What follows belongs to an exercise in optimizing a design on an open flow for small area, a short achievable clock period and few clock cycles; a production flow would make more cautious choices.
At most, simulation tests tie the RTL to the original design; equivalence was not proved.
No functional check of the RTL was part of runs 4 to 6.

$ cat flow/run.sh
#!/bin/bash
# Standard layout, with the timing repair aimed below the clock period and
# plain buffers on the ports.
set -euo pipefail
bash standard.sh finish SETUP_SLACK_MARGIN=6.5 "BUFFER_PORTS_ARGS=-buffer_cell sky130_fd_sc_hd__buf_1" > flow_orfs.log 2>&1
$ cat standard.sh
#!/bin/bash
# synth_recipe.tcl (not shown) runs the flow's synth.tcl, then flattens the netlist and writes it again
# the make line also repeats each setting of config.mk as NAME=value (left out here)
make -C /OpenROAD-flow-scripts/flow DESIGN_CONFIG=/design/flow/config.mk WORK_HOME=/design/flow/orfs CLKGATE_MAP_FILE= SYNTH_SCRIPT=/design/flow/synth_recipe.tcl "${@:-finish}"
$ cat config.mk
export PLATFORM = sky130hd
export DESIGN_NAME = rational_arithmetic_unit
export DESIGN_NICKNAME = rational_arithmetic_unit
export VERILOG_FILES = /design/flow/design.v
export SDC_FILE = /design/flow/constraint.sdc
export NUM_CORES = 4
export LEC_CHECK = 0
export CAP_MARGIN = 20
export CORE_MARGIN = 2
export CORE_UTILIZATION = 40
export CTS_CLUSTER_DIAMETER = 60
export CTS_CLUSTER_SIZE = 30
export SLEW_MARGIN = 20
$ cat constraint.sdc
create_clock -name core_clock -period 11.0 [get_ports {clk}]
set_input_delay 2.2000 -clock core_clock [delete_from_list [all_inputs] [get_ports {clk}]]
set_output_delay 2.2000 -clock core_clock [all_outputs]
set_load 0.01 [all_outputs]
$ cat design.v
`timescale 1ns / 1ps
package rau_pkg;
  localparam logic [1:0] ACT_REDUCE = 2'd0;
  localparam logic [1:0] ACT_ADD    = 2'd1;
  localparam logic [1:0] ACT_MUL    = 2'd2;
  localparam logic [1:0] ACT_EQUAL  = 2'd3;
endpackage
module rau_add #(
  parameter int W = 64
) (
  input  logic [W-1:0] a,
  input  logic [W-1:0] b,
  input  logic         cin,
  output logic [W-1:0] s,
  output logic         cout
);
  function automatic int levels(input int w);
    levels = 0;
    for (int i = 0; i < 31; i++) if ((1 << i) < w) levels = i + 1;
  endfunction
  localparam int L = levels(W);
  logic [W-1:0] g [0:L];
  logic [W-1:0] p [0:L];
  logic [W-1:0] p0;
  assign p0 = a ^ b;
  assign g[0] = {a[W-1:1] & b[W-1:1], (a[0] & b[0]) | (p0[0] & cin)};
  assign p[0] = p0;
  for (genvar l = 0; l < L; l++) begin : g_lv
    for (genvar i = 0; i < W; i++) begin : g_bit
      if (((i >> l) & 1) != 0) begin : g_node
        localparam int J = ((i >> l) << l) - 1;
        assign g[l+1][i] = g[l][i] | (p[l][i] & g[l][J]);
        assign p[l+1][i] = p[l][i] & p[l][J];
      end else begin : g_pass
        assign g[l+1][i] = g[l][i];
        assign p[l+1][i] = p[l][i];
      end
    end
  end
  assign s = p0 ^ {g[L][W-2:0], cin};
  assign cout = g[L][W-1];
endmodule
`timescale 1ns / 1ps
module rau_ctrl (
  input  logic               clk,
  input  logic               rst,
  input  logic               in_valid,
  output logic               in_stall,
  input  logic [1:0]         action,
  input  logic [31:0]        first_num,
  input  logic [31:0]        first_den,
  input  logic [31:0]        second_num,
  input  logic [31:0]        second_den,
  input  logic               take,       
  output logic               full,       
  output logic               pq_eq,      
  output logic               pq_eqv,     
  output logic [63:0]        p,          
  output logic [63:0]        q,          
  output logic               sp,         
  output logic               sq,         
  output logic               pfix        
);
  logic        ready, busy, last, is_add, is_red, flip_p, flip_q;
  logic [31:0] oa, ob;          
  logic [3:0]  cnt;
  logic [35:0] p_hi;
  logic [31:0] p_lo;
  logic [34:0] q_hi;
  logic [31:0] q_lo;
  assign in_stall = !ready;
  assign p = {p_hi[31:0], p_lo};
  assign q = {q_hi[31:0], q_lo};
  wire accept = in_valid && ready;
  wire prod_in = (action != rau_pkg::ACT_EQUAL);
  assign sp = is_add ? p_hi[31] : flip_p;
  assign sq = flip_q;
  assign pfix = is_add && p_hi[31];
  function automatic logic [2:0] bdec(input logic [2:0] b, input logic f);
    logic one, two;
    one = b[1] ^ b[0];
    two = (b == 3'b100) || (b == 3'b011);
    bdec = {one, two, (b[2] ^ f) && (one || two)};
  endfunction
  function automatic logic [35:0] bpp(input logic [31:0] x, input logic [2:0] d);
    logic [35:0] xe, m;
    xe = {{4{x[31]}}, x};
    m = d[2] ? xe : (d[1] ? {xe[34:0], 1'b0} : 36'd0);
    bpp = m ^ {36{d[0]}};
  endfunction
  logic [2:0] ka, kc, kq;       
  wire        add_in = (action == rau_pkg::ACT_ADD);
  wire        red_in = (action == rau_pkg::ACT_REDUCE);
  wire [31:0] pl_in = red_in ? 32'd1 : second_num;
  wire [31:0] ql_in = red_in ? 32'd1 : second_den;
  wire        fp_in = red_in ? first_num[31] :
                      (action == rau_pkg::ACT_MUL) && (first_num[31] ^ second_num[31]);
  wire        fq_in = red_in ? first_den[31] : (first_den[31] ^ second_den[31]);
  wire [2:0]  pd_n = accept ? {pl_in[1:0], 1'b0} : {p_lo[3:2], p_lo[1]};
  wire [2:0]  qd_n = accept ? {ql_in[1:0], 1'b0} : {q_lo[3:2], q_lo[1]};
  wire        add_n = accept ? add_in : is_add;
  wire        fp_n = accept ? fp_in : flip_p;
  wire        fq_n = accept ? fq_in : flip_q;
  always_ff @(posedge clk) begin
    ka <= bdec(add_n ? qd_n : pd_n, fp_n);
    kc <= add_n ? bdec(pd_n, fp_n) : 3'b000;
    kq <= bdec(qd_n, fq_n);
  end
  wire [35:0] ta = bpp(oa, ka);
  wire [35:0] tc = bpp(ob, kc);
  wire [35:0] tb = bpp(ob, kq);
  wire na = ka[0];
  wire nc = kc[0];
  wire nq = kq[0];
  wire [35:0] cs_s = p_hi ^ ta ^ tc;
  wire [35:0] cs_c = {(p_hi[34:0] & ta[34:0]) | (p_hi[34:0] & tc[34:0]) | (ta[34:0] & tc[34:0]), na};
  wire [35:0] psum;
  wire [34:0] qsum;
  rau_add #(.W(36)) u_p (.a(cs_s), .b(cs_c), .cin(nc), .s(psum), .cout());
  rau_add #(.W(35)) u_q (.a(q_hi), .b(tb[34:0]), .cin(nq), .s(qsum), .cout());
  wire full_n = (full && !take) || (accept && !prod_in) || (busy && last);
  wire busy_n = (busy && !last) || (accept && prod_in);
  always_ff @(posedge clk) begin
    if (rst) begin
      ready <= 1'b1;
      busy <= 1'b0;
      full <= 1'b0;
    end else begin
      ready <= !busy_n && !full_n;
      busy <= busy_n;
      full <= full_n;
    end
  end
  always_ff @(posedge clk) begin
    if (accept) begin
      is_add <= add_in;
      is_red <= red_in;
      flip_p <= fp_in;
      flip_q <= fq_in;
      pq_eq <= (action == rau_pkg::ACT_EQUAL);
      pq_eqv <= (first_num == second_num) && (first_den == second_den);
      oa <= first_num;
      ob <= first_den;
      cnt <= 4'd0;
      last <= (action == rau_pkg::ACT_REDUCE);
      p_hi <= 36'd0;
      q_hi <= 35'd0;
      p_lo <= pl_in;
      q_lo <= ql_in;
    end else if (busy && is_red) begin
      p_lo <= psum[31:0];
      q_lo <= qsum[31:0];
    end else if (busy) begin
      cnt <= cnt + 4'd1;
      last <= (cnt == 4'd14);
      p_hi <= {{2{psum[35]}}, psum[35:2]};
      p_lo <= {psum[1:0], p_lo[31:2]};
      q_hi <= {{2{qsum[34]}}, qsum[34:2]};
      q_lo <= {qsum[1:0], q_lo[31:2]};
    end
  end
endmodule
`timescale 1ns / 1ps
module rau_datapath (
  input  logic               clk,
  input  logic               rst,
  input  logic               full,
  input  logic               pq_eq,
  input  logic               pq_eqv,
  input  logic [63:0]        p,
  input  logic [63:0]        q,
  input  logic               sp,
  input  logic               sq,
  input  logic               pfix,
  output logic               take,       
  output logic               out_valid,
  input  logic               out_stall,
  output logic [63:0]        out_num,
  output logic [63:0]        out_den,
  output logic               is_equal,
  output logic               status
);
  logic        busy, up, mode, done, fix;
  logic [5:0]  s;
  logic [63:0] ra, rb;
  logic [64:0] xa, xb, ya, yb;
  assign out_valid = busy && done;
  assign out_num = yb[63:0];
  assign out_den = xb[63:0];
  wire load = full && !fix && (!busy || (done && !out_stall));
  assign take = (load && !pfix) || fix;
  wire zz = (p == 64'd0) && (q == 64'd0);
  wire [63:0] d1;
  wire c1, c2, c4;
  wire [64:0] xs, ys;
  rau_add #(.W(64)) u_d1 (.a(ra), .b(~rb), .cin(1'b1), .s(d1), .cout(c1));
  rau_add #(.W(65)) u_c2 (.a({1'b0, ra}), .b(~{rb, 1'b0}), .cin(1'b1), .s(), .cout(c2));
  rau_add #(.W(66)) u_c4 (.a({2'b0, ra}), .b(~{rb, 2'b0}), .cin(1'b1), .s(), .cout(c4));
  rau_add #(.W(65)) u_xs (.a(xa), .b(xb ^ {65{mode}}), .cin(mode), .s(xs), .cout());
  rau_add #(.W(65)) u_ys (.a(ya), .b(yb ^ {65{mode}}), .cin(mode), .s(ys), .cout());
  wire [63:0] ra_n = c1 ? d1 : ra;
  wire [64:0] xa_n = c1 ? xs : xa;
  wire [64:0] ya_n = c1 ? ys : ya;
  wire shift_up = up && c2;
  wire shift_two = up && c4;
  wire swap = !shift_up && (s == 6'd0);
  wire rem_zero = c1 ? (ra == rb) : (ra == 64'd0);
  always_ff @(posedge clk) begin
    if (rst) begin
      busy <= 1'b0;
    end else if (load) begin
      busy <= 1'b1;
    end else if (busy && done && !out_stall) begin
      busy <= 1'b0;
    end
  end
  always_ff @(posedge clk) begin
    fix <= load && pfix && !rst;
    if (load) begin
      done <= pq_eq || (!pfix && q == 64'd0);
      s <= 6'd0;
      up <= 1'b1;
      is_equal <= pq_eq && pq_eqv;
      status <= !pq_eq && zz;
      mode <= sp ^ sq;
      ra <= pfix ? 64'd0 : p;
      rb <= pq_eq ? 64'd0 : (pfix ? p : q);
      xa <= 65'd1;
      xb <= 65'd0;
      ya <= 65'd0;
      yb <= (pq_eq || zz) ? 65'd0 : 65'd1;
    end else if (fix) begin
      done <= (q == 64'd0);
      ra <= d1;
      rb <= q;
    end else begin
      if (shift_up) begin
        ra <= ra;
        xa <= xa;
        ya <= ya;
      end else if (swap) begin
        ra <= rb;
        xa <= xb;
        ya <= yb;
      end else begin
        ra <= ra_n;
        xa <= xa_n;
        ya <= ya_n;
      end
      if (!done) begin
        if (shift_two) begin
          s <= s + 6'd2;
          rb <= {rb[61:0], 2'b0};
          xb <= {xb[62:0], 2'b0};
          yb <= {yb[62:0], 2'b0};
        end else if (shift_up) begin
          s <= s + 6'd1;
          rb <= {rb[62:0], 1'b0};
          xb <= {xb[63:0], 1'b0};
          yb <= {yb[63:0], 1'b0};
        end else if (swap) begin
          done <= rem_zero;
          up <= 1'b1;
          rb <= ra_n;
          xb <= xa_n;
          yb <= ya_n;
        end else begin
          s <= s - 6'd1;
          up <= 1'b0;
          rb <= {1'b0, rb[63:1]};
          xb <= {xb[64], xb[64:1]};
          yb <= {yb[64], yb[64:1]};
        end
      end
    end
  end
endmodule
`timescale 1ns / 1ps
module rational_arithmetic_unit #(
  parameter int OPERAND_WIDTH = 32
) (
  input  logic               clk,
  input  logic               rst,
  input  logic               in_valid,
  output logic               in_stall,
  input  logic [1:0]         action,
  input  logic signed [31:0] first_num,
  input  logic signed [31:0] first_den,
  input  logic signed [31:0] second_num,
  input  logic signed [31:0] second_den,
  output logic               out_valid,
  input  logic               out_stall,
  output logic signed [63:0] out_num,
  output logic signed [63:0] out_den,
  output logic               is_equal,
  output logic               status
);
  logic        take, full, pq_eq, pq_eqv, sp, sq, pfix;
  logic [63:0] p, q;
  rau_ctrl u_ctrl (.clk, .rst, .in_valid, .in_stall, .action, .first_num,
    .first_den, .second_num, .second_den, .take, .full, .pq_eq, .pq_eqv, .p, .q, .sp, .sq, .pfix);
  rau_datapath u_dp (.clk, .rst, .full, .pq_eq, .pq_eqv, .p, .q, .sp, .sq, .pfix, .take,
    .out_valid, .out_stall, .out_num, .out_den, .is_equal, .status);
endmodule
==> notes.md, run 1 <==
Multi-input gate area in the final layout: 33400 um^2
Vias in the first global route: 47600
Post-synthesis sequential area ratio: 30.5%
Pin count of the biggest net entering global routing: 116
Number of iterations in the first detailed-routing pass: 9
Net Count, Synth: 6627
Clock root buffer master: sky130_fd_sc_hd__clkbuf_16
Filler instances: 12400
Slew margin rel.: 23.8%
Most Crowded Layer GR: met2
Kind of cell with the highest combined delay on the critical path: compound AO/OA/AOI/OAI gates
Path type of the worst min-delay path: reg2reg
Post-layout minimum cycle time: 4500 ps
Share of Yosys cell area claimed by the top area cell type: 19.2%
Sink Count: 618
Drt total wl: 212000 um
Reg area: 15700 um^2
Met3 track demand over resource: 5.50%
Data arrival time at the worst-slack endpoint: 5080 ps
Cell types occupying the most area after synthesis: sky130_fd_sc_hd__edfxtp_1 19%, sky130_fd_sc_hd__dfxtp_1 11%, sky130_fd_sc_hd__ha_1 9.5%
Layout cell share with drive strength beyond 1: 8.54%
Number of instances in the synthesized netlist: 6038
Count of pins on the block boundary: 266
CP Buf/Inv Count: 0
Worst path max stage delay: 630 ps
Post-Syn Area per Cell: 8.49 um^2
Core Area: 127000 um^2
GRT overflow: 0
CTS hold repair buffers: 0
Placement Rows: 131
Final GP Congestion: 1.01
TritonCTS clock tree: done
RSZ-0062 raised after global routing: yes
Final core area utilization: 45.4%
Dominant synthesized flop cell: sky130_fd_sc_hd__edfxtp_1
Worst clock skew on the final layout: 40.4 ps
Met2 routing resource usage after global routing: 48.9%
Fin Setup TNS: 0 ps
Fraction of synthesis flops using an asynchronous set or reset pin: 0%
Leading area contributor after synthesis: sky130_fd_sc_hd__edfxtp_1
GRT Resource Usage Total: 30.6%
Startpoint type of the worst setup path: flop
Critical path capture point type: flop
Slew @ Worst Pin: 1140 ps
Most used standard cell by instance count after synthesis: sky130_fd_sc_hd__nand2_1
Max-slew violation count: 0
Latest clock arrival within the worst-skew pair: 740 ps
Vias: 50500
Horizontal extent of the die: 362 um
Wire length per cell after detailed routing: 27.2 um
List of most frequent post-synthesis cells: 618 x sky130_fd_sc_hd__nand2_1, 567 x sky130_fd_sc_hd__a21oi_1, 515 x sky130_fd_sc_hd__o21ai_0
Crit path max-delay cell type: sky130_fd_sc_hd__a21oi_4
Num CTS Buffers: 89
Final-report setup violation count: 0
Post-synth cell types: 99
Area of the mapped netlist: 51300 um^2
Wire length of the first global-routing pass: 307000 um
Number of maximum-capacitance violations: 0
Initial antenna violation count: 9
Area of the die: 131000 um^2
Final hold violation count: 0
Number of vias per cell after detailed routing: 6.48
Hpwl dp: 138000 um
Flip-flop and latch count after synthesis: 618
Antenna viol nets, final: 0
Number of flops mapped to enable cells by yosys: 328
Largest buffer count on any clock path: 3
Final net count: 6647
Clock-pin slew on the worst setup and hold paths: 60 ps
H-tree levels: 3
Worst endpoint required time: 11580 ps
Number of I/O port buffers: 265
Die Y-Extent: 362 um
Global routing met1 resource utilization: 39.3%
Warning count from the yosys run: 17
Critical Path Fanout Max: 13
Area added between synthesis and finish: 12.8%
Post-route DRC: 0
Worst path cell trace: ha_1 > a21oi_1 > o21ai_0 > a221oi_2 > nand4bb_1 > a221oi_4 > nand3_2 > a21oi_4 > nand2_2 > nor2_1 > a2111oi_0
Violation count after the first detailed-route iteration: 6232
Initial Utilization: 40.3%
Final cycle utilization of the critical path: 40.9%
Worst Setup Path Type: reg2reg
Run status: finished clean
Maximum frequency from static timing analysis: 0.222 GHz
[layout make-up]
type / instances / area share, %
Sequential cell: 618 / 27.1
Multi-Input combinational cell: 4754 / 57.8
Clock buffer: 116 / 4.23
Clock inverter: 52 / 1.03
Inverter: 171 / 1.17
Antenna cell: 4 / 0.0173
Tap cell: 1662 / 3.59
Timing Repair Buffer: 422 / 5.02
Timing Repair inverter: 2 / 0.0303
[worst min-delay path, cell delays in order, from the launching register on]
cell                      delay [ps]
sky130_fd_sc_hd__dfxtp_1         320
sky130_fd_sc_hd__nand2_1          60
sky130_fd_sc_hd__nand2_1          40
[worst paths after layout]
check | endpoint | cells past startpoint | slack (ps) | startpoint
setup reg to reg | u_dp.xa[54]$_SDFFE_PP0P_ | 11 | 6500 | u_dp.ra[43]$_DFFE_PP_
hold / removal | u_dp.ya[58]$_SDFFE_PP0P_ | 2 | 470 | u_dp.ya[58]$_SDFFE_PP0P_
hold reg to reg | u_dp.ya[58]$_SDFFE_PP0P_ | 2 | 470 | u_dp.ya[58]$_SDFFE_PP0P_
setup / recovery | u_dp.xa[54]$_SDFFE_PP0P_ | 11 | 6500 | u_dp.ra[43]$_DFFE_PP_
[placed cells by master (no fill, tap or decap), types with 101 or more instances in the layout]
| master | n |
|---|---|
| sky130_fd_sc_hd__dfxtp_1 | 281 |
| sky130_fd_sc_hd__buf_1 | 265 |
| sky130_fd_sc_hd__nor2_1 | 422 |
| sky130_fd_sc_hd__nand3_1 | 108 |
| sky130_fd_sc_hd__nand2_1 | 605 |
| sky130_fd_sc_hd__xnor2_1 | 164 |
| sky130_fd_sc_hd__a21oi_1 | 551 |
| sky130_fd_sc_hd__xor2_1 | 315 |
| sky130_fd_sc_hd__a21o_1 | 136 |
| sky130_fd_sc_hd__ha_1 | 382 |
| sky130_fd_sc_hd__mux2i_1 | 138 |
| sky130_fd_sc_hd__o211ai_1 | 106 |
| sky130_fd_sc_hd__a22oi_1 | 130 |
| sky130_fd_sc_hd__o21ai_0 | 506 |
| sky130_fd_sc_hd__edfxtp_1 | 328 |
| sky130_fd_sc_hd__inv_1 | 162 |
| sky130_fd_sc_hd__buf_4 | 101 |
[routing by layer]
layer	share of wire, %	wire length [um]
met1	39	83600
met4	6.1	13000
met3	9.8	20800
met2	45	94900
met5	0.036	76
[cells by family (layout without fill, tap and decap cells)]
kind of cell             count (synthesis)  after routing  synth area share, %
AO/OA/AOI/OAI                         2042           2043                 25.8
XOR/XNOR                               486            486                 8.32
adder cells (fa/ha/maj)                455            455                 12.1
buffers and inverters                  669            763                 6.03
flip-flops                             618            618                 30.5
multiplexers                           152            152                 3.00
other                                    0              4                    0
AND/OR/NAND/NOR                       1616           1618                 14.2
[registers in the layout, indices dropped and copies added, names as in the netlist, 3 cells and up]
signal,count
u_dp.ra,64
u_ctrl.q_hi,32
u_dp.xb,65
u_dp.s,6
u_dp.yb,65
u_ctrl.oa,32
u_ctrl.q_lo,32
u_ctrl.ob,32
u_ctrl.cnt,4
u_ctrl.kq,3
u_dp.xa,65
u_ctrl.kc,3
u_dp.ya,65
u_dp.rb,64
u_ctrl.p_lo,32
u_ctrl.p_hi,34
u_ctrl.ka,3
[repair_timing]
item / CTS / global route
setup buffers: 25 / 40
endpoints found under the setup margin: 505 / 346
pin swaps: 22 / 46
cloned: 11 / 11
gates resized for setup: 109 / 115
hold endpoints to repair: 0 / 0
[per-stage QoR]
| step | hold WS [ps] | cells | setup WS, ps | area [um^2] |
|---|---|---|---|---|
| floorplan | 426 | 6038 | 5960 | 51300 |
| global placement | 456 | 7542 | 5250 | 52800 |
| detailed placement | 462 | 7542 | 5240 | 52800 |
| CTS | 469 | 7746 | 6450 | 56800 |
| global route | 489 | 7797 | 6390 | 57800 |
| finish | 470 | 7801 | 6500 | 57800 |
Testbench counts, summed over its fixed seeds: cycles 16,243.
==> run 2, diff against run 1 <==
--- a/config.mk
+++ b/config.mk
@@ -9,5 +9,3 @@
 export CORE_MARGIN = 2
 export CORE_UTILIZATION = 40
-export CTS_CLUSTER_DIAMETER = 60
-export CTS_CLUSTER_SIZE = 30
 export SLEW_MARGIN = 20
==> run 2 against run 1 <==
Against the previous run: still clean; flip-flop and latch count stayed put; critical path type unchanged; maximum frequency is 0.13% lower; highest routed layer unchanged; worst setup slack worse by 5.7 ps.
==> notes.md, run 2 <==
Placed Cells incl. Taps: 7542
Vias: 50200
Post-route DRC: 0
Number of flops mapped to enable cells by yosys: 328
GRT overflow: 0
Largest buffer count on any clock path: 3
Number of I/O port buffers: 265
CP Buf/Inv Count: 4
Beginning of the worst register-to-register path: u_ctrl.ka[2]$_DFF_P_
Fin Setup TNS: 0 ps
Wire length per cell after detailed routing: 27.2 um
Post-Syn Area per Cell: 8.49 um^2
TritonCTS clock tree: done
Number of maximum-capacitance violations: 0
Worst Setup Path Type: reg2reg
Clock-pin slew on the worst setup and hold paths: 60 ps
Final-report setup violation count: 0
Max-slew violation count: 0
Fraction of synthesis flops using an asynchronous set or reset pin: 0%
Finished Layout Cells: 7780
Finished layout cell area: 57400 um^2
Final net count: 6635
Post-synthesis sequential area ratio: 30.5%
Leading cell type in the layout, fill and taps excluded: sky130_fd_sc_hd__nand2_1
Count of cells along the worst hold path: 2
Hpwl dp: 138000 um
Filler instances: 12500
Violation count after the first detailed-route iteration: 6177
Share of Yosys cell area claimed by the top area cell type: 19.2%
Num CTS Buffers: 81
Area added between synthesis and finish: 12.0%
Most used standard cell by instance count after synthesis: sky130_fd_sc_hd__nand2_1
Core Area: 127000 um^2
Worst path max stage delay: 450 ps
Crit path to: u_ctrl.p_hi[31]$_SDFFE_PP0P_
Slew margin rel.: 25.1%
Horizontal extent of the die: 362 um
Drt total wl: 212000 um
Leading area contributor after synthesis: sky130_fd_sc_hd__edfxtp_1
Die Y-Extent: 362 um
Crit path max-delay cell type: sky130_fd_sc_hd__fa_1
Startpoint type of the worst setup path: flop
CP Launch Point: u_ctrl.ka[2]$_DFF_P_
R2R cell count: 21
Final cycle utilization of the critical path: 41.0%
Flip-flop and latch count after synthesis: 618
Worst endpoint required time: 11610 ps
Initial antenna violation count: 4
Multi-input gate area in the final layout: 33400 um^2
End of the worst register-to-register path: u_ctrl.p_hi[31]$_SDFFE_PP0P_
Wire length of the first global-routing pass: 306000 um
Antenna viol nets, final: 0
Final GP Congestion: 1.01
Worst clock skew on the final layout: 35.2 ps
List of most frequent post-synthesis cells: 618 x sky130_fd_sc_hd__nand2_1, 567 x sky130_fd_sc_hd__a21oi_1, 515 x sky130_fd_sc_hd__o21ai_0
Layout cell share with drive strength beyond 1: 7.95%
Critical Path Fanout Max: 18
Pin count of the biggest net entering global routing: 116
Path type of the worst min-delay path: reg2reg
Net Count, Synth: 6627
Run status: finished clean
Post-layout minimum cycle time: 4510 ps
Kind of cell with the highest combined delay on the critical path: compound AO/OA/AOI/OAI gates
CTS hold repair buffers: 0
Initial Utilization: 40.3%
H-tree levels: 3
Dominant synthesized flop cell: sky130_fd_sc_hd__edfxtp_1
Data arrival time at the worst-slack endpoint: 5120 ps
Count of pins on the block boundary: 266
Cell types occupying the most area after synthesis: sky130_fd_sc_hd__edfxtp_1 19%, sky130_fd_sc_hd__dfxtp_1 11%, sky130_fd_sc_hd__ha_1 9.5%
Critical path capture point type: flop
Warning count from the yosys run: 17
Latest clock arrival within the worst-skew pair: 720 ps
Commonest cells after routing, fill and taps aside: 606 x sky130_fd_sc_hd__nand2_1, 553 x sky130_fd_sc_hd__a21oi_1, 503 x sky130_fd_sc_hd__o21ai_0
Placement Rows: 131
Placement-stage cell area: 52800 um^2
Final hold violation count: 0
Area of the die: 131000 um^2
Number of iterations in the first detailed-routing pass: 9
RSZ-0062 raised after global routing: yes
Worst path cell trace: buf_12 > nor2b_4 > buf_12 > clkbuf_16 > a22oi_1 > xnor2_1 > fa_1 > ha_1 > a21oi_2 > o21ai_2 > a221oi_2 > buf_4 > a21oi_4 > o21ai_2 > a31oi_4 > a21oi_2 > o21bai_2 > fa_2 > xor2_2 > nor2_1 > a211oi_1
Post-synth cell types: 99
GRT Resource Usage Total: 30.5%
Sink Count: 618
Area of the mapped netlist: 51300 um^2
CP Depth: 21
Vias in the first global route: 47400
Number of instances in the synthesized netlist: 6038
Reg area: 15700 um^2
Clock root buffer master: sky130_fd_sc_hd__clkbuf_16
Worst reg-to-reg setup slack: 6490 ps
Slew @ Worst Pin: 1120 ps
Number of vias per cell after detailed routing: 6.45
Maximum frequency from static timing analysis: 0.222 GHz
-- run 2: routing by layer --
layer	share of wire, %	track usage, %	wire [um]
met3	9.7	5.72	20400
met5	0.0061	0	13
met1	39	39.0	83500
met4	6.3	17.2	13400
met2	45	48.3	94500
-- run 2: area by class of cell --
cell class | count | share of cell area [%]
antenna | 3 | 0.0131
tap | 1662 | 3.62
timing repair inverter | 2 | 0.0305
clock inverter | 32 | 0.499
clock buffer | 120 | 4.15
inverter | 171 | 1.18
sequential | 618 | 27.3
timing repair buffer | 418 | 5.05
multi-input combinational | 4754 | 58.2
-- run 2: cells by family after synthesis --
logic type               count (synthesis)  synth area share, %
AO/OA/AOI/OAI                         2042                 25.8
XOR/XNOR                               486                 8.32
multiplexers                           152                 3.00
AND/OR/NAND/NOR                       1616                 14.2
flip-flops                             618                 30.5
adder cells (fa/ha/maj)                455                 12.1
buffers and inverters                  669                 6.03
-- run 2: stage by stage --
step	util (%)	setup slack, ps	hold slack [ps]
3_3_place_gp	41.4	5250	456
5_1_grt	45.1	6380	489
2_1_floorplan	-	5960	426
3_5_place_dp	41.4	5240	462
6_report	45.1	6490	472
4_1_cts	44.3	6470	470
-- run 2: how the worst min path moves through the flow --
stage	endpoint	slack (ps)	startpoint
after floorplan	u_dp.busy$_SDFFE_PP0P_	430	u_ctrl.full$_SDFF_PP0_
after global placement	u_dp.ya[58]$_SDFFE_PP0P_	460	u_dp.ya[58]$_SDFFE_PP0P_
after detailed placement	u_dp.ya[58]$_SDFFE_PP0P_	460	u_dp.ya[58]$_SDFFE_PP0P_
after CTS	u_dp.ya[58]$_SDFFE_PP0P_	470	u_dp.ya[58]$_SDFFE_PP0P_
after global routing	u_dp.xa[33]$_SDFFE_PP0P_	490	u_dp.xa[33]$_SDFFE_PP0P_
final	u_dp.xa[33]$_SDFFE_PP0P_	470	u_dp.xa[33]$_SDFFE_PP0P_
-- run 2: worst min-delay path, stage by stage, from the launching register on --
cell                      delay (ps)
sky130_fd_sc_hd__dfxtp_1         320
sky130_fd_sc_hd__nand2_1          60
sky130_fd_sc_hd__a21oi_1          50
-- run 2: repair_timing --
item / 4_1_cts / 5_1_grt
endpoints found under the setup margin: 507 / 302
gates cloned: 11 / 11
pin swaps: 23 / 41
setup buffers: 25 / 36
resized for setup: 111 / 102
==> run 3, diff against run 2 <==
--- a/config.mk
+++ b/config.mk
@@ -8,4 +8,4 @@
 export CAP_MARGIN = 20
 export CORE_MARGIN = 2
-export CORE_UTILIZATION = 40
+export CORE_UTILIZATION = 55
 export SLEW_MARGIN = 20
==> run 3 against run 2 <==
Against the previous run: still clean on timing, DRC and antenna; final cell count down 5.4%; flip-flop and latch count is the same; core utilization increased by 17 points; cell area fell by 0.93%; largest cell class unchanged; maximum frequency is 0.54% higher; clock skew down 14 ps; die area decreased by 27%.
==> notes.md, run 3 <==
Slew margin rel.: 12.7%
Final critical-path setup slack: 6520 ps
Wire length of the first global-routing pass: 300000 um
Placement-stage cell area: 52300 um^2
Area added between synthesis and finish: 10.9%
Post-synth cell types: 99
Worst hold slack: 459 ps
Commonest cells after routing, fill and taps aside: 609 x sky130_fd_sc_hd__nand2_1, 551 x sky130_fd_sc_hd__a21oi_1, 496 x sky130_fd_sc_hd__o21ai_0
Leading area contributor after synthesis: sky130_fd_sc_hd__edfxtp_1
Count of pins on the block boundary: 266
Hpwl dp: 138000 um
Post-layout minimum cycle time: 4480 ps
Warning count from the yosys run: 17
Initial antenna violation count: 7
Num CTS Buffers: 76
Placement Rows: 111
Maximum frequency from static timing analysis: 0.223 GHz
Latest clock arrival within the worst-skew pair: 670 ps
RSZ-0062 raised after global routing: yes
Number of vias per cell after detailed routing: 6.82
Number of iterations in the first detailed-routing pass: 10
Finished layout cell area: 56900 um^2
Clock-pin slew on the worst setup and hold paths: 60 ps
Final net count: 6644
TritonCTS clock tree: done
GRT overflow: 0
Worst reg-to-reg setup slack: 6520 ps
Net Count, Synth: 6627
Post-synthesis sequential area ratio: 30.5%
R2R cell count: 20
Worst Setup Path Type: in2reg
Vias: 50200
GRT Resource Usage Total: 41.6%
Run status: finished clean
Cell types occupying the most area after synthesis: sky130_fd_sc_hd__edfxtp_1 19%, sky130_fd_sc_hd__dfxtp_1 11%, sky130_fd_sc_hd__ha_1 9.5%
Minimum setup slack after placement: 5010 ps
Wire length per cell after detailed routing: 28.3 um
Leading cell type in the layout, fill and taps excluded: sky130_fd_sc_hd__nand2_1
List of most frequent post-synthesis cells: 618 x sky130_fd_sc_hd__nand2_1, 567 x sky130_fd_sc_hd__a21oi_1, 515 x sky130_fd_sc_hd__o21ai_0
Number of flops mapped to enable cells by yosys: 328
Startpoint type of the worst setup path: primary input
Share of Yosys cell area claimed by the top area cell type: 19.2%
Filler instances: 8325
Largest buffer count on any clock path: 3
Crit path to: u_dp.rb[13]$_DFFE_PP_
Final-report setup violation count: 0
Dominant synthesized flop cell: sky130_fd_sc_hd__edfxtp_1
Number of instances in the synthesized netlist: 6038
Die Y-Extent: 309 um
Antenna viol nets, final: 0
Fraction of synthesis flops using an asynchronous set or reset pin: 0%
Vias in the first global route: 46100
Beginning of the worst register-to-register path: u_ctrl.ka[2]$_DFF_P_
End of the worst register-to-register path: u_ctrl.p_hi[31]$_SDFFE_PP0P_
Critical Path Fanout Max: 64
Most used standard cell by instance count after synthesis: sky130_fd_sc_hd__nand2_1
Fin Setup TNS: 0 ps
Final GP Congestion: 0.984
Post-route DRC: 0
Core Area: 92100 um^2
Final hold violation count: 0
Pin count of the biggest net entering global routing: 117
Post-Syn Area per Cell: 8.49 um^2
Area of the mapped netlist: 51300 um^2
Final cycle utilization of the critical path: 40.8%
Sink Count: 618
Slew @ Worst Pin: 1300 ps
Worst clock skew on the final layout: 21.3 ps
Violation count after the first detailed-route iteration: 7012
Path type of the worst min-delay path: reg2reg
Horizontal extent of the die: 309 um
Worst endpoint required time: 11300 ps
Flip-flop and latch count after synthesis: 618
CP Launch Point: out_stall
Area of the die: 95700 um^2
Initial Utilization: 55.7%
Max-slew violation count: 0
Drt total wl: 208000 um
Number of maximum-capacitance violations: 0
Layout cell share with drive strength beyond 1: 7.73%
H-tree levels: 3
Number of I/O port buffers: 265
Clock root buffer master: sky130_fd_sc_hd__clkbuf_16
Critical path capture point type: flop
Data arrival time at the worst-slack endpoint: 4790 ps
run 3: worst min path at each step:
stage / from / to / slack (ps) / depth (start not counted)
after floorplan: u_ctrl.full$_SDFF_PP0_ / u_dp.busy$_SDFFE_PP0P_ / 430 / 2
after detailed placement: u_ctrl.full$_SDFF_PP0_ / u_dp.busy$_SDFFE_PP0P_ / 450 / 2
after CTS: u_ctrl.full$_SDFF_PP0_ / u_dp.busy$_SDFFE_PP0P_ / 460 / 2
after global routing: u_ctrl.full$_SDFF_PP0_ / u_dp.busy$_SDFFE_PP0P_ / 470 / 2
after global placement: u_ctrl.full$_SDFF_PP0_ / u_dp.busy$_SDFFE_PP0P_ / 440 / 2
final: u_ctrl.full$_SDFF_PP0_ / u_dp.busy$_SDFFE_PP0P_ / 460 / 2
run 3: through the flow:
step	utilization, %	cells
after floorplan	-	6038
after global placement	56.8	7132
after detailed placement	56.8	7132
after CTS	60.7	7306
after global routing	61.8	7359
final	61.8	7363
run 3: per-layer routing:
layer	vias to the layer above	track usage (%)	routed length [um]
met4	8	26.5	15400
met1	24100	53.2	80100
li1	22400	-	-
met2	3011	65.1	92500
met5	-	0	79
met3	701	7.34	20200
run 3: area by class of cell:
class,instances,area [um^2],share of cell area (%)
flip-flops and latches,618,15700,27.6
repair inverters,3,22.5,0.0396
inverters,171,694,1.22
well taps,1243,1560,2.73
repair buffers,429,3100,5.44
clock inverters,24,189,0.332
diodes,4,10.0,0.0176
multi-input cells,4756,33400,58.8
clock buffers,115,2210,3.89
run 3: logic make-up (layout without fill, tap and decap cells):
family	Yosys count	after routing	share of synthesized area [%]
AOI/OAI and AO/OA	2042	2043	25.8
xor gates and xnor gates	486	486	8.32
adders and majority gates	455	455	12.1
buffers and inverters	669	742	6.03
DFF	618	618	30.5
muxes	152	152	3.00
other	0	4	0
and+or+nand+nor	1616	1620	14.2
run 3: repair_timing:
| item | 4_1_cts | 5_1_grt |
|---|---|---|
| hold buffers | 0 | 0 |
| pin swaps | 23 | 54 |
| cloned | 16 | 9 |
| buffers inserted | 19 | 44 |
| endpoints found under the hold margin | 0 | 0 |
| resized for setup | 161 | 89 |
| setup endpoints to repair | 600 | 404 |
run 3: critical path, cell delays in order:
cell,delay [ps]
sky130_fd_sc_hd__buf_1,170
sky130_fd_sc_hd__o21ai_4,330
sky130_fd_sc_hd__nand2_4,280
sky130_fd_sc_hd__inv_12,350
sky130_fd_sc_hd__buf_8,410
sky130_fd_sc_hd__nor2_2,70
sky130_fd_sc_hd__buf_4,300
sky130_fd_sc_hd__nand2_2,150
sky130_fd_sc_hd__buf_12,350
==> run 4, diff against run 3 <==
--- a/design.v
+++ b/design.v
@@ -184,8 +184,8 @@
   logic [5:0]  s;
   logic [63:0] ra, rb;
-  logic [64:0] xa, xb, ya, yb;
+  logic [63:0] xa, xb, ya, yb;
   assign out_valid = busy && done;
-  assign out_num = yb[63:0];
-  assign out_den = xb[63:0];
+  assign out_num = yb;
+  assign out_den = xb;
   wire load = full && !fix && (!busy || (done && !out_stall));
   assign take = (load && !pfix) || fix;
@@ -193,13 +193,13 @@
   wire [63:0] d1;
   wire c1, c2, c4;
-  wire [64:0] xs, ys;
+  wire [63:0] xs, ys;
   rau_add #(.W(64)) u_d1 (.a(ra), .b(~rb), .cin(1'b1), .s(d1), .cout(c1));
   rau_add #(.W(65)) u_c2 (.a({1'b0, ra}), .b(~{rb, 1'b0}), .cin(1'b1), .s(), .cout(c2));
   rau_add #(.W(66)) u_c4 (.a({2'b0, ra}), .b(~{rb, 2'b0}), .cin(1'b1), .s(), .cout(c4));
-  rau_add #(.W(65)) u_xs (.a(xa), .b(xb ^ {65{mode}}), .cin(mode), .s(xs), .cout());
-  rau_add #(.W(65)) u_ys (.a(ya), .b(yb ^ {65{mode}}), .cin(mode), .s(ys), .cout());
+  rau_add #(.W(64)) u_xs (.a(xa), .b(xb ^ {64{mode}}), .cin(mode), .s(xs), .cout());
+  rau_add #(.W(64)) u_ys (.a(ya), .b(yb ^ {64{mode}}), .cin(mode), .s(ys), .cout());
   wire [63:0] ra_n = c1 ? d1 : ra;
-  wire [64:0] xa_n = c1 ? xs : xa;
-  wire [64:0] ya_n = c1 ? ys : ya;
+  wire [63:0] xa_n = c1 ? xs : xa;
+  wire [63:0] ya_n = c1 ? ys : ya;
   wire shift_up = up && c2;
   wire shift_two = up && c4;
@@ -226,8 +226,8 @@
       ra <= pfix ? 64'd0 : p;
       rb <= pq_eq ? 64'd0 : (pfix ? p : q);
-      xa <= 65'd1;
-      xb <= 65'd0;
-      ya <= 65'd0;
-      yb <= (pq_eq || zz) ? 65'd0 : 65'd1;
+      xa <= 64'd1;
+      xb <= 64'd0;
+      ya <= 64'd0;
+      yb <= (pq_eq || zz) ? 64'd0 : 64'd1;
     end else if (fix) begin
       done <= (q == 64'd0);
@@ -252,11 +252,11 @@
           s <= s + 6'd2;
           rb <= {rb[61:0], 2'b0};
-          xb <= {xb[62:0], 2'b0};
-          yb <= {yb[62:0], 2'b0};
+          xb <= {xb[61:0], 2'b0};
+          yb <= {yb[61:0], 2'b0};
         end else if (shift_up) begin
           s <= s + 6'd1;
           rb <= {rb[62:0], 1'b0};
-          xb <= {xb[63:0], 1'b0};
-          yb <= {yb[63:0], 1'b0};
+          xb <= {xb[62:0], 1'b0};
+          yb <= {yb[62:0], 1'b0};
         end else if (swap) begin
           done <= rem_zero;
@@ -269,6 +269,6 @@
           up <= 1'b0;
           rb <= {1'b0, rb[63:1]};
-          xb <= {xb[64], xb[64:1]};
-          yb <= {yb[64], yb[64:1]};
+          xb <= {xb[63], xb[63:1]};
+          yb <= {yb[63], yb[63:1]};
         end
       end
--- a/config.mk
+++ b/config.mk
@@ -8,4 +8,4 @@
 export CAP_MARGIN = 20
 export CORE_MARGIN = 2
-export CORE_UTILIZATION = 55
+export CORE_UTILIZATION = 40
 export SLEW_MARGIN = 20
==> run 4 against run 3 <==
Against the previous run: clock skew up 26 ps; first-iteration DRC count down 7.0%; clock-buffer cell count up 1; flip-flop and latch count down 4; largest cell class unchanged; critical path type is now reg2reg; critical path depth up 11; maximum frequency down 0.80%; sequential share of layout area down 0.78 points; hold slack better by 14 ps; still clean; final cell count up 7.3%.
==> notes.md, run 4 <==
Run status: finished clean
Filler instances: 12300
Net Count, Synth: 6631
Count of pins on the block boundary: 266
GRT overflow: 0
Post-synthesis sequential area ratio: 30.7%
Final core area utilization: 46.3%
Num CTS Buffers: 80
Slew @ Worst Pin: 1250 ps
Wire length per cell after detailed routing: 27.2 um
GRT Resource Usage Total: 31.5%
Worst path max stage delay: 550 ps
Layout cell share with drive strength beyond 1: 8.72%
Maximum frequency from static timing analysis: 0.221 GHz
Die Y-Extent: 360 um
Initial Utilization: 40.3%
Finished Layout Cells: 7903
Largest buffer count on any clock path: 3
Number of iterations in the first detailed-routing pass: 12
Number of flops mapped to enable cells by yosys: 327
Worst path cell trace: buf_12 > nor2b_4 > buf_12 > buf_12 > buf_4 > a22oi_1 > xnor2_1 > fa_1 > ha_1 > a21o_1 > a21o_1 > a21oi_2 > o21a_1 > o22ai_1 > nor2_2 > a311oi_2 > a31o_2 > fa_2 > nand2_1 > a21oi_1
List of most frequent post-synthesis cells: 632 x sky130_fd_sc_hd__nand2_1, 580 x sky130_fd_sc_hd__a21oi_1, 543 x sky130_fd_sc_hd__o21ai_0
Horizontal extent of the die: 360 um
H-tree levels: 3
Final hold violation count: 0
Core Area: 126000 um^2
Most used standard cell by instance count after synthesis: sky130_fd_sc_hd__nand2_1
Final GP Congestion: 0.957
Latest clock arrival within the worst-skew pair: 710 ps
Pin count of the biggest net entering global routing: 159
Number of instances in the synthesized netlist: 6044
RSZ-0062 raised after global routing: yes
Area of the mapped netlist: 50700 um^2
Post-route DRC: 0
Crit path max-delay cell type: sky130_fd_sc_hd__fa_2
TritonCTS clock tree: done
Drt total wl: 215000 um
Clock root buffer master: sky130_fd_sc_hd__clkbuf_16
Startpoint type of the worst setup path: flop
Post-layout minimum cycle time: 4520 ps
Final-report setup violation count: 0
Area added between synthesis and finish: 14.9%
Hold path endpoint: u_dp.ya[3]$_SDFFE_PP0P_
End of the worst register-to-register path: u_ctrl.p_hi[30]$_SDFFE_PP0P_
Dominant synthesized flop cell: sky130_fd_sc_hd__edfxtp_1
Critical Path Fanout Max: 7
Beginning of the worst register-to-register path: u_ctrl.ka[2]$_DFF_P_
Most common cell type on the critical path: sky130_fd_sc_hd__buf_12
Worst reg-to-reg setup slack: 6480 ps
Max-slew violation count: 0
Initial antenna violation count: 2
Worst endpoint required time: 11610 ps
Final net count: 6775
Commonest cells after routing, fill and taps aside: 618 x sky130_fd_sc_hd__nand2_1, 564 x sky130_fd_sc_hd__a21oi_1, 529 x sky130_fd_sc_hd__o21ai_0
Number of vias per cell after detailed routing: 6.46
Path type of the worst min-delay path: reg2reg
Placed Cells incl. Taps: 7629
Final critical-path setup slack: 6480 ps
Cell types occupying the most area after synthesis: sky130_fd_sc_hd__edfxtp_1 19%, sky130_fd_sc_hd__dfxtp_1 11%, sky130_fd_sc_hd__ha_1 9.5%
Wire length of the first global-routing pass: 313000 um
Sink Count: 614
Post-synth cell types: 102
Antenna Cells: 0
Number of maximum-capacitance violations: 0
Fraction of synthesis flops using an asynchronous set or reset pin: 0%
Hpwl dp: 141000 um
Leading area contributor after synthesis: sky130_fd_sc_hd__edfxtp_1
Leading cell type in the layout, fill and taps excluded: sky130_fd_sc_hd__nand2_1
Fin Setup TNS: 0 ps
Final cycle utilization of the critical path: 41.1%
Share of Yosys cell area claimed by the top area cell type: 19.4%
Worst clock skew on the final layout: 47.6 ps
Placement Rows: 130
Violation count after the first detailed-route iteration: 6520
Warning count from the yosys run: 17
Clock-pin slew on the worst setup and hold paths: 60 ps
Minimum setup slack after placement: 4940 ps
Vias: 51000
Count of cells along the worst hold path: 2
Antenna viol nets, final: 0
Area of the die: 130000 um^2
Flip-flop and latch count after synthesis: 614
Worst Setup Path Type: reg2reg
Data arrival time at the worst-slack endpoint: 5130 ps
R2R cell count: 20
Slew margin rel.: 16.2%
Post-Syn Area per Cell: 8.39 um^2
Vias in the first global route: 47900
Hold path startpoint: u_dp.ya[3]$_SDFFE_PP0P_
Critical path capture point type: flop
Number of I/O port buffers: 265
## run 4: changes by cell type in the layout (fill, tap and decap cells not counted), sizes merged, moves of 21 or more
cell	delta
or3	-22
o21ai	+32
a31oi	+26
nor3	+21
a21o	-41
a211oi	+71
a222oi	-30
nand3	+28
a22oi	-23
o211ai	-33
nor2	+23
mux2i	-33
buf	+29
## run 4: final cells by class
class	instances	area (um^2)	share of cell area [%]
sequential	614	15600	26.8
multi-input combinational	4854	33800	58.0
inverter	180	744	1.28
clock inverter	31	273	0.468
timing repair buffer	457	3370	5.78
tap	1650	2060	3.55
timing repair inverter	1	11.3	0.0193
clock buffer	116	2430	4.17
## run 4: critical path: cells and delay by family, from the launching register on
family / cells / cell delay (ps)
adders and majority gates: 3 / 1350
buffers and inverters: 4 / 510
DFF: 1 / 350
xor gates and xnor gates: 1 / 230
AOI/OAI and AO/OA: 9 / 1670
and+or+nand+nor: 3 / 310
## run 4: kinds of logic after synthesis
group | Yosys count | synth area share (%)
xor gates and xnor gates | 487 | 8.41
buffers and inverters | 582 | 4.56
DFF | 614 | 30.7
and+or+nand+nor | 1694 | 15.0
muxes | 128 | 2.58
adders and majority gates | 453 | 12.2
AOI/OAI and AO/OA | 2086 | 26.5
## run 4: metal layers
metal / GRT usage [%] / share of wire [%] / vias to the layer above
li1: - / - / 22800
met1: 40.4 / 39 / 24700
met2: 49.8 / 45 / 2922
met3: 5.84 / 9.6 / 585
met4: 17.6 / 6.1 / 4
met5: 0 / 0.013 / -
## run 4: what timing repair did
item / 4_1_cts / 5_1_grt
hold buffers: 0 / 0
endpoints found under the setup margin: 644 / 371
gates cloned: 18 / 8
resized for setup: 150 / 119
setup buffers: 46 / 55
pin swaps: 26 / 70
## run 4: worst max path at each step
stage / startpoint / endpoint / slack, ps / depth (start not counted)
finish: u_ctrl.ka[2]$_DFF_P_ / u_ctrl.p_hi[30]$_SDFFE_PP0P_ / 6480 / 20
detailed placement: u_dp.rb[2]$_DFFE_PP_ / u_dp.xa[54]$_SDFFE_PP0P_ / 4940 / 15
global placement: out_stall / u_dp.rb[31]$_DFFE_PP_ / 5050 / 11
floorplan: out_stall / u_dp.ra[0]$_DFFE_PP_ / 5990 / 7
global route: u_ctrl.ka[2]$_DFF_P_ / u_ctrl.p_hi[30]$_SDFFE_PP0P_ / 6270 / 20
CTS: u_ctrl.ka[2]$_DFF_P_ / u_ctrl.p_hi[30]$_SDFFE_PP0P_ / 6400 / 18
## run 4: per-stage QoR
step	hold WS, ps	cell area (um^2)
6_report	473	58200
5_1_grt	490	58200
4_1_cts	472	57100
3_5_place_dp	463	53000
3_3_place_gp	458	52900
2_1_floorplan	426	50700
==> run 5, diff against run 4 <==
--- a/config.mk
+++ b/config.mk
@@ -9,3 +9,5 @@
 export CORE_MARGIN = 2
 export CORE_UTILIZATION = 40
+export CTS_CLUSTER_DIAMETER = 60
+export CTS_CLUSTER_SIZE = 20
 export SLEW_MARGIN = 20
==> run 5 against run 4 <==
Against the previous run: highest routed layer unchanged; critical endpoint is now u_dp.ra[46]$_DFFE_PP_; worst setup slack worse by 42 ps; still clean; area after synthesis unchanged; largest cell class unchanged; wire length down 0.35%; global-route usage about the same; critical path depth down 3.
==> notes.md, run 5 <==
Run status: finished clean
Critical path capture point type: flop
Final GP Congestion: 0.957
Number of flops mapped to enable cells by yosys: 327
Commonest cells after routing, fill and taps aside: 620 x sky130_fd_sc_hd__nand2_1, 569 x sky130_fd_sc_hd__a21oi_1, 530 x sky130_fd_sc_hd__o21ai_0
GRT overflow: 0
Antenna viol nets, final: 0
Flip-flop and latch count after synthesis: 614
Worst Setup Path Type: reg2reg
Post-route DRC: 0
Path type of the worst min-delay path: reg2reg
Worst clock skew on the final layout: 46.5 ps
Area of the mapped netlist: 50700 um^2
Share of Yosys cell area claimed by the top area cell type: 19.4%
Slew @ Worst Pin: 1150 ps
H-tree levels: 3
Number of vias per cell after detailed routing: 6.45
Post-Syn Area per Cell: 8.39 um^2
Core Area: 126000 um^2
Fin Setup TNS: 0 ps
Hpwl dp: 141000 um
Worst hold slack: 473 ps
Warning count from the yosys run: 17
Horizontal extent of the die: 360 um
Clock root buffer master: sky130_fd_sc_hd__clkbuf_16
Fraction of synthesis flops using an asynchronous set or reset pin: 0%
Number of iterations in the first detailed-routing pass: 12
Most used standard cell by instance count after synthesis: sky130_fd_sc_hd__nand2_1
Leading cell type in the layout, fill and taps excluded: sky130_fd_sc_hd__nand2_1
Final cycle utilization of the critical path: 41.5%
Global routing met1 resource utilization: 40.4%
Post-synth cell types: 102
Cell types occupying the most area after synthesis: sky130_fd_sc_hd__edfxtp_1 19%, sky130_fd_sc_hd__dfxtp_1 11%, sky130_fd_sc_hd__ha_1 9.5%
Met2 routing resource usage after global routing: 50.2%
Wire length per cell after detailed routing: 27.2 um
Num CTS Buffers: 81
Final critical-path setup slack: 6440 ps
Data arrival time at the worst-slack endpoint: 5000 ps
Net Count, Synth: 6631
Largest buffer count on any clock path: 3
Leading area contributor after synthesis: sky130_fd_sc_hd__edfxtp_1
Most Crowded Layer GR: met2
Number of maximum-capacitance violations: 0
Number of I/O port buffers: 265
Slew margin rel.: 22.4%
Die Y-Extent: 360 um
Number of instances in the synthesized netlist: 6044
RSZ-0062 raised after global routing: yes
Initial antenna violation count: 2
Final-report setup violation count: 0
Final hold violation count: 0
Area of the die: 130000 um^2
Pin count of the biggest net entering global routing: 159
List of most frequent post-synthesis cells: 632 x sky130_fd_sc_hd__nand2_1, 580 x sky130_fd_sc_hd__a21oi_1, 543 x sky130_fd_sc_hd__o21ai_0
Clock-pin slew on the worst setup and hold paths: 60 ps
Sink Count: 614
TritonCTS clock tree: done
Latest clock arrival within the worst-skew pair: 730 ps
Post-synthesis sequential area ratio: 30.7%
Minimum setup slack after placement: 4940 ps
GRT Resource Usage Total: 31.5%
Met3 track demand over resource: 5.48%
Critical Path Fanout Max: 59
Area added between synthesis and finish: 14.4%
Final net count: 6755
Worst endpoint required time: 11440 ps
Layout cell share with drive strength beyond 1: 8.48%
Filler instances: 12300
Initial Utilization: 40.3%
Vias in the first global route: 47900
Violation count after the first detailed-route iteration: 6344
Drt total wl: 215000 um
Dominant synthesized flop cell: sky130_fd_sc_hd__edfxtp_1
Post-layout minimum cycle time: 4560 ps
Wire length of the first global-routing pass: 313000 um
Vias: 50900
Maximum frequency from static timing analysis: 0.219 GHz
Placement Rows: 130
Max-slew violation count: 0
Startpoint type of the worst setup path: flop
Count of pins on the block boundary: 266
-- run 5: path summary, 6_finish.rpt --
check,from,endpoint,slack [ps],depth (start not counted)
worst max-delay path,u_dp.rb[28]$_DFFE_PP_,u_dp.ra[46]$_DFFE_PP_,6440,17
worst min-delay path,u_dp.ya[30]$_SDFFE_PP0P_,u_dp.ya[30]$_SDFFE_PP0P_,470,2
worst max register to register,u_dp.rb[28]$_DFFE_PP_,u_dp.ra[46]$_DFFE_PP_,6440,17
worst min register to register,u_dp.ya[30]$_SDFFE_PP0P_,u_dp.ya[30]$_SDFFE_PP0P_,470,2
-- run 5: per-stage QoR --
step | utilization (%) | cells | cell area [um^2]
floorplan | - | 6044 | 50700
global placement | 42.1 | 7628 | 52900
detailed placement | 42.1 | 7629 | 53000
CTS | 45.5 | 7850 | 57200
global route | 46.1 | 7887 | 58000
finish | 46.1 | 7888 | 58000
-- run 5: routing by layer --
metal	vias up	routed length, um
met5	-	13
met4	2	13700
met3	623	20800
met2	2933	96500
met1	24500	83500
li1	22800	-
-- run 5: logic make-up (layout without fill, tap and decap cells) --
family                     after synthesis  in the layout  share of synthesized area [%]
and+or+nand+nor                       1694           1700                           15.0
AOI/OAI and AO/OA                     2086           2086                           26.5
muxes                                  128            128                           2.58
buffers and inverters                  582            768                           4.56
adders and majority gates              453            453                           12.2
xor gates and xnor gates               487            487                           8.41
other                                    0              2                              0
DFF                                    614            614                           30.7
-- run 5: repair_timing --
| action | CTS | global route |
|---|---|---|
| cloned | 19 | 6 |
| hold buffers | 0 | 0 |
| setup buffers | 51 | 30 |
| endpoints found under the setup margin | 644 | 404 |
| resized for setup | 146 | 95 |
| pin swaps | 27 | 47 |
-- run 5: final cells by class --
class / instances / area [um^2] / share of cell area (%)
diodes: 2 / 5.00 / 0.00863
well taps: 1650 / 2060 / 3.56
clock inverters: 60 / 626 / 1.08
inverters: 180 / 717 / 1.24
repair buffers: 437 / 3200 / 5.51
multi-input cells: 4854 / 33700 / 58.0
flip-flops and latches: 614 / 15600 / 26.9
clock buffers: 91 / 2150 / 3.70
-- run 5: critical path, stage by stage, from the launching register on --
cell	delay, ps
sky130_fd_sc_hd__edfxtp_1	460
sky130_fd_sc_hd__inv_1	150
sky130_fd_sc_hd__ha_1	260
sky130_fd_sc_hd__nand4_1	210
sky130_fd_sc_hd__buf_4	160
sky130_fd_sc_hd__nor2_1	40
sky130_fd_sc_hd__a211oi_2	270
sky130_fd_sc_hd__nand4_1	200
sky130_fd_sc_hd__a41oi_4	330
sky130_fd_sc_hd__o32ai_4	150
sky130_fd_sc_hd__buf_12	180
sky130_fd_sc_hd__inv_12	160
sky130_fd_sc_hd__buf_16	290
sky130_fd_sc_hd__nand2_8	260
sky130_fd_sc_hd__buf_12	310
sky130_fd_sc_hd__o211ai_1	350
sky130_fd_sc_hd__nand2_1	90
sky130_fd_sc_hd__a221o_1	320
==> run 6, diff against run 5 <==
--- a/design.v
+++ b/design.v
@@ -181,8 +181,11 @@
   output logic               status
 );
-  logic        busy, up, mode, done, fix;
+  logic        busy, up, mode, done, rdone, fix;
   logic [5:0]  s;
   logic [63:0] ra, rb;
   logic [63:0] xa, xb, ya, yb;
+  localparam logic [1:0] MV_NONE = 2'd0, MV_SWAP = 2'd1, MV_UP2 = 2'd2, MV_DOWN = 2'd3;
+  logic        l_sub, l_two;    
+  logic [1:0]  l_mv;
   assign out_valid = busy && done;
   assign out_num = yb;
@@ -192,18 +195,23 @@
   wire zz = (p == 64'd0) && (q == 64'd0);
   wire [63:0] d1;
+  wire [64:0] d2;
   wire c1, c2, c4;
-  wire [63:0] xs, ys;
   rau_add #(.W(64)) u_d1 (.a(ra), .b(~rb), .cin(1'b1), .s(d1), .cout(c1));
-  rau_add #(.W(65)) u_c2 (.a({1'b0, ra}), .b(~{rb, 1'b0}), .cin(1'b1), .s(), .cout(c2));
+  rau_add #(.W(65)) u_d2 (.a({1'b0, ra}), .b(~{rb, 1'b0}), .cin(1'b1), .s(d2), .cout(c2));
   rau_add #(.W(66)) u_c4 (.a({2'b0, ra}), .b(~{rb, 2'b0}), .cin(1'b1), .s(), .cout(c4));
-  rau_add #(.W(64)) u_xs (.a(xa), .b(xb ^ {64{mode}}), .cin(mode), .s(xs), .cout());
-  rau_add #(.W(64)) u_ys (.a(ya), .b(yb ^ {64{mode}}), .cin(mode), .s(ys), .cout());
-  wire [63:0] ra_n = c1 ? d1 : ra;
-  wire [63:0] xa_n = c1 ? xs : xa;
-  wire [63:0] ya_n = c1 ? ys : ya;
-  wire shift_up = up && c2;
-  wire shift_two = up && c4;
-  wire swap = !shift_up && (s == 6'd0);
-  wire rem_zero = c1 ? (ra == rb) : (ra == 64'd0);
+  wire up_two = up && c4;               
+  wire sub_two = up && c2 && !c4;       
+  wire digit = !up_two && !sub_two;     
+  wire sub_one = digit && c1;
+  wire swap = digit && (s == 6'd0);
+  wire [63:0] ra_n = sub_one ? d1 : ra;
+  wire rem_zero = (ra_n == 64'd0);
+  wire [63:0] xo = l_two ? {xb[62:0], 1'b0} : xb;
+  wire [63:0] yo = l_two ? {yb[62:0], 1'b0} : yb;
+  wire [63:0] xs, ys;
+  rau_add #(.W(64)) u_xs (.a(xa), .b(xo ^ {64{mode}}), .cin(mode), .s(xs), .cout());
+  rau_add #(.W(64)) u_ys (.a(ya), .b(yo ^ {64{mode}}), .cin(mode), .s(ys), .cout());
+  wire [63:0] xa_n = l_sub ? xs : xa;
+  wire [63:0] ya_n = l_sub ? ys : ya;
   always_ff @(posedge clk) begin
     if (rst) begin
@@ -217,5 +225,9 @@
   always_ff @(posedge clk) begin
     fix <= load && pfix && !rst;
+    l_sub <= 1'b0;
+    l_two <= 1'b0;
+    l_mv <= MV_NONE;
     if (load) begin
+      rdone <= pq_eq || (!pfix && q == 64'd0);
       done <= pq_eq || (!pfix && q == 64'd0);
       s <= 6'd0;
@@ -226,51 +238,68 @@
       ra <= pfix ? 64'd0 : p;
       rb <= pq_eq ? 64'd0 : (pfix ? p : q);
-      xa <= 64'd1;
-      xb <= 64'd0;
-      ya <= 64'd0;
-      yb <= (pq_eq || zz) ? 64'd0 : 64'd1;
     end else if (fix) begin
+      rdone <= (q == 64'd0);
       done <= (q == 64'd0);
       ra <= d1;
       rb <= q;
+    end else if (rdone) begin
+      done <= 1'b1;
     end else begin
-      if (shift_up) begin
-        ra <= ra;
-        xa <= xa;
-        ya <= ya;
-      end else if (swap) begin
-        ra <= rb;
-        xa <= xb;
-        ya <= yb;
+      if (up_two) begin
+        s <= s + 6'd2;
+        rb <= {rb[61:0], 2'b0};
+        l_mv <= MV_UP2;
+      end else if (sub_two) begin
+        up <= 1'b0;
+        ra <= d2[63:0];
+        l_sub <= 1'b1;
+        l_two <= 1'b1;
       end else begin
-        ra <= ra_n;
-        xa <= xa_n;
-        ya <= ya_n;
-      end
-      if (!done) begin
-        if (shift_two) begin
-          s <= s + 6'd2;
-          rb <= {rb[61:0], 2'b0};
-          xb <= {xb[61:0], 2'b0};
-          yb <= {yb[61:0], 2'b0};
-        end else if (shift_up) begin
-          s <= s + 6'd1;
-          rb <= {rb[62:0], 1'b0};
-          xb <= {xb[62:0], 1'b0};
-          yb <= {yb[62:0], 1'b0};
-        end else if (swap) begin
-          done <= rem_zero;
+        l_sub <= c1;
+        if (swap) begin
           up <= 1'b1;
+          rdone <= rem_zero;
+          ra <= rb;
           rb <= ra_n;
-          xb <= xa_n;
-          yb <= ya_n;
+          l_mv <= MV_SWAP;
         end else begin
           s <= s - 6'd1;
           up <= 1'b0;
+          ra <= ra_n;
           rb <= {1'b0, rb[63:1]};
+          l_mv <= MV_DOWN;
+        end
+      end
+    end
+  end
+  always_ff @(posedge clk) begin
+    if (load) begin
+      xa <= 64'd1;
+      xb <= 64'd0;
+      ya <= 64'd0;
+      yb <= (pq_eq || zz) ? 64'd0 : 64'd1;
+    end else begin
+      case (l_mv)
+        MV_SWAP: begin
+          xa <= xb;
+          ya <= yb;
+          xb <= xa_n;
+          yb <= ya_n;
+        end
+        MV_UP2: begin
+          xb <= {xb[61:0], 2'b0};
+          yb <= {yb[61:0], 2'b0};
+        end
+        MV_DOWN: begin
+          xa <= xa_n;
+          ya <= ya_n;
           xb <= {xb[63], xb[63:1]};
           yb <= {yb[63], yb[63:1]};
         end
-      end
+        default: begin
+          xa <= xa_n;
+          ya <= ya_n;
+        end
+      endcase
     end
   end
--- a/config.mk
+++ b/config.mk
@@ -9,5 +9,3 @@
 export CORE_MARGIN = 2
 export CORE_UTILIZATION = 40
-export CTS_CLUSTER_DIAMETER = 60
-export CTS_CLUSTER_SIZE = 20
 export SLEW_MARGIN = 20
==> run 6 against run 5 <==
Against the previous run: area after synthesis is 6.3% higher; sequential share of layout area is 1.8 points lower; worst setup slack worse by 430 ps; clock skew is 15 ps lower; final cell count is 5.1% higher; register-to-register slack worse by 430 ps; die area is 6.3% higher; core utilization is 0.75 points higher; clock-buffer cell count is 15 higher; critical path depth is 5 higher; critical path type unchanged; critical endpoint is now u_dp.rdone$_DFF_P_.
==> notes.md, run 6 <==
List of most frequent post-synthesis cells: 523 x sky130_fd_sc_hd__a21oi_1, 517 x sky130_fd_sc_hd__nand2_1, 463 x sky130_fd_sc_hd__o21ai_0
Post-route DRC: 0
Final-report setup violation count: 0
Violation count after the first detailed-route iteration: 5897
Number of I/O port buffers: 265
Horizontal extent of the die: 371 um
Startpoint type of the worst setup path: flop
Critical Path Fanout Max: 5
Pin count of the biggest net entering global routing: 95
Warning count from the yosys run: 17
Area of the mapped netlist: 53900 um^2
Leading cell type in the layout, fill and taps excluded: sky130_fd_sc_hd__nand2_1
Placed Cells incl. Taps: 7949
Final core area utilization: 46.9%
Slew margin rel.: 25.3%
Worst path max stage delay: 480 ps
Worst endpoint required time: 11610 ps
Dominant synthesized flop cell: sky130_fd_sc_hd__edfxtp_1
RSZ-0062 raised after global routing: yes
Latest clock arrival within the worst-skew pair: 690 ps
Number of vias per cell after detailed routing: 6.47
Data arrival time at the worst-slack endpoint: 5600 ps
Drt total wl: 224000 um
Cell types occupying the most area after synthesis: sky130_fd_sc_hd__edfxtp_1 18%, sky130_fd_sc_hd__dfxtp_1 11%, sky130_fd_sc_hd__ha_1 9.0%
Count of pins on the block boundary: 266
Post-Syn Area per Cell: 8.62 um^2
Maximum frequency from static timing analysis: 0.200 GHz
Run status: finished clean
Worst Setup Path Type: reg2reg
Layout cell share with drive strength beyond 1: 11.8%
Minimum setup slack after placement: 5150 ps
Fraction of synthesis flops using an asynchronous set or reset pin: 0%
-- run 6: changes by cell type after synthesis, sizes merged, moves of 58 or more --
cell / change
mux2i: +216
xor2: -106
nand2: -116
a221oi: +146
xnor2: +137
a21oi: -59
a211oi: -58
-- run 6: final timing paths --
kind | from | endpoint | slack (ps) | cells past startpoint
worst min register to register | u_dp.xa[21]$_SDFFE_PP0N_ | u_dp.xa[21]$_SDFFE_PP0N_ | 480 | 2
worst min-delay path | u_dp.xa[21]$_SDFFE_PP0N_ | u_dp.xa[21]$_SDFFE_PP0N_ | 480 | 2
worst max-delay path | u_dp.rb[0]$_DFFE_PP_ | u_dp.rdone$_DFF_P_ | 6010 | 22
worst max register to register | u_dp.rb[0]$_DFFE_PP_ | u_dp.rdone$_DFF_P_ | 6010 | 22
-- run 6: final cells by class --
type | count | area, um^2 | area share (%)
diodes | 2 | 5.00 | 0.00799
clock buffers | 106 | 2190 | 3.49
clock inverters | 30 | 265 | 0.423
inverters | 223 | 857 | 1.37
multi-input cells | 5003 | 37500 | 59.8
flip-flops and latches | 619 | 15700 | 25.1
well taps | 1768 | 2210 | 3.53
repair buffers | 536 | 3960 | 6.31
-- run 6: kinds of logic (layout without fill, tap and decap cells) --
kind of cell | Yosys count | after routing | synth area share (%)
adder cells (fa/ha/maj) | 460 | 460 | 11.7
multiplexers | 371 | 371 | 7.00
buffers and inverters | 637 | 895 | 4.52
flip-flops | 619 | 619 | 29.1
XOR/XNOR | 518 | 518 | 8.42
AO/OA/AOI/OAI | 2087 | 2089 | 25.7
AND/OR/NAND/NOR | 1563 | 1565 | 13.6
other | 0 | 2 | 0
-- run 6: metal layers --
metal  global-route usage, %  vias to the layer above  wire [um]
met4                    17.7                       10      14400
met2                    46.7                     3065      97100
li1                        -                    23900          -
met1                    39.4                    26000      88900
met5                       0                        -         73
met3                    7.52                      619      23300
-- run 6: metrics by stage --
| stage | hold WS (ps) |
|---|---|
| after floorplan | 447 |
| after global placement | 461 |
| after detailed placement | 474 |
| after CTS | 483 |
| after global routing | 504 |
| final | 484 |
-- run 6: timing repair --
action | CTS | global route
setup buffers | 85 | 91
setup endpoints to repair | 528 | 423
gates cloned | 14 | 10
hold buffers | 0 | 0
pin swaps | 58 | 107
gates resized for setup | 186 | 214
-- run 6: worst max-delay path, delay by kind of cell (launching register included) --
family	cells	cell delay, ps
AOI/OAI and AO/OA	9	2010
buffers and inverters	3	260
and+or+nand+nor	7	1310
adders and majority gates	3	860
DFF	1	480

[port drivers added, routing unchanged]
The flow's constraints put no driver on any port. The routed layouts listed below were extracted and timed again, unchanged, in two steps. Step 1 sets driving cells, clkbuf_16 on the clock port and buf_2 on the other inputs (assumed; they add their load-dependent delay and slew). Step 2 also shifts input and output timing later by t, the mid clock arrival at the registers, as if the neighbouring blocks saw the same clock. Slacks: ideal / step 1 / step 2; pairs: ideal / step 1.
| run | t, ns | setup WS [ns] | pins driven straight from the clock port |
|---|---|---|---|
| run 1 | 0.799 | 6.496 / 6.496 / 5.786 | 1 |
| run 2 | 0.782 | 6.491 / 6.491 / 5.825 | 1 |
| run 3 | 0.738 | 6.515 / 6.517 / 5.830 | 1 |
| run 4 | 0.761 | 6.479 / 6.479 / 5.805 | 1 |
| run 5 | 0.776 | 6.437 / 6.437 / 5.803 | 1 |
| run 6 | 0.750 | 6.010 / 6.010 / 5.632 | 1 |
After both steps setup and hold are still met in every run listed. The setup slack of run 1, which loses most, moves by 0.000 ns with the drivers and by -0.710 ns with both steps.
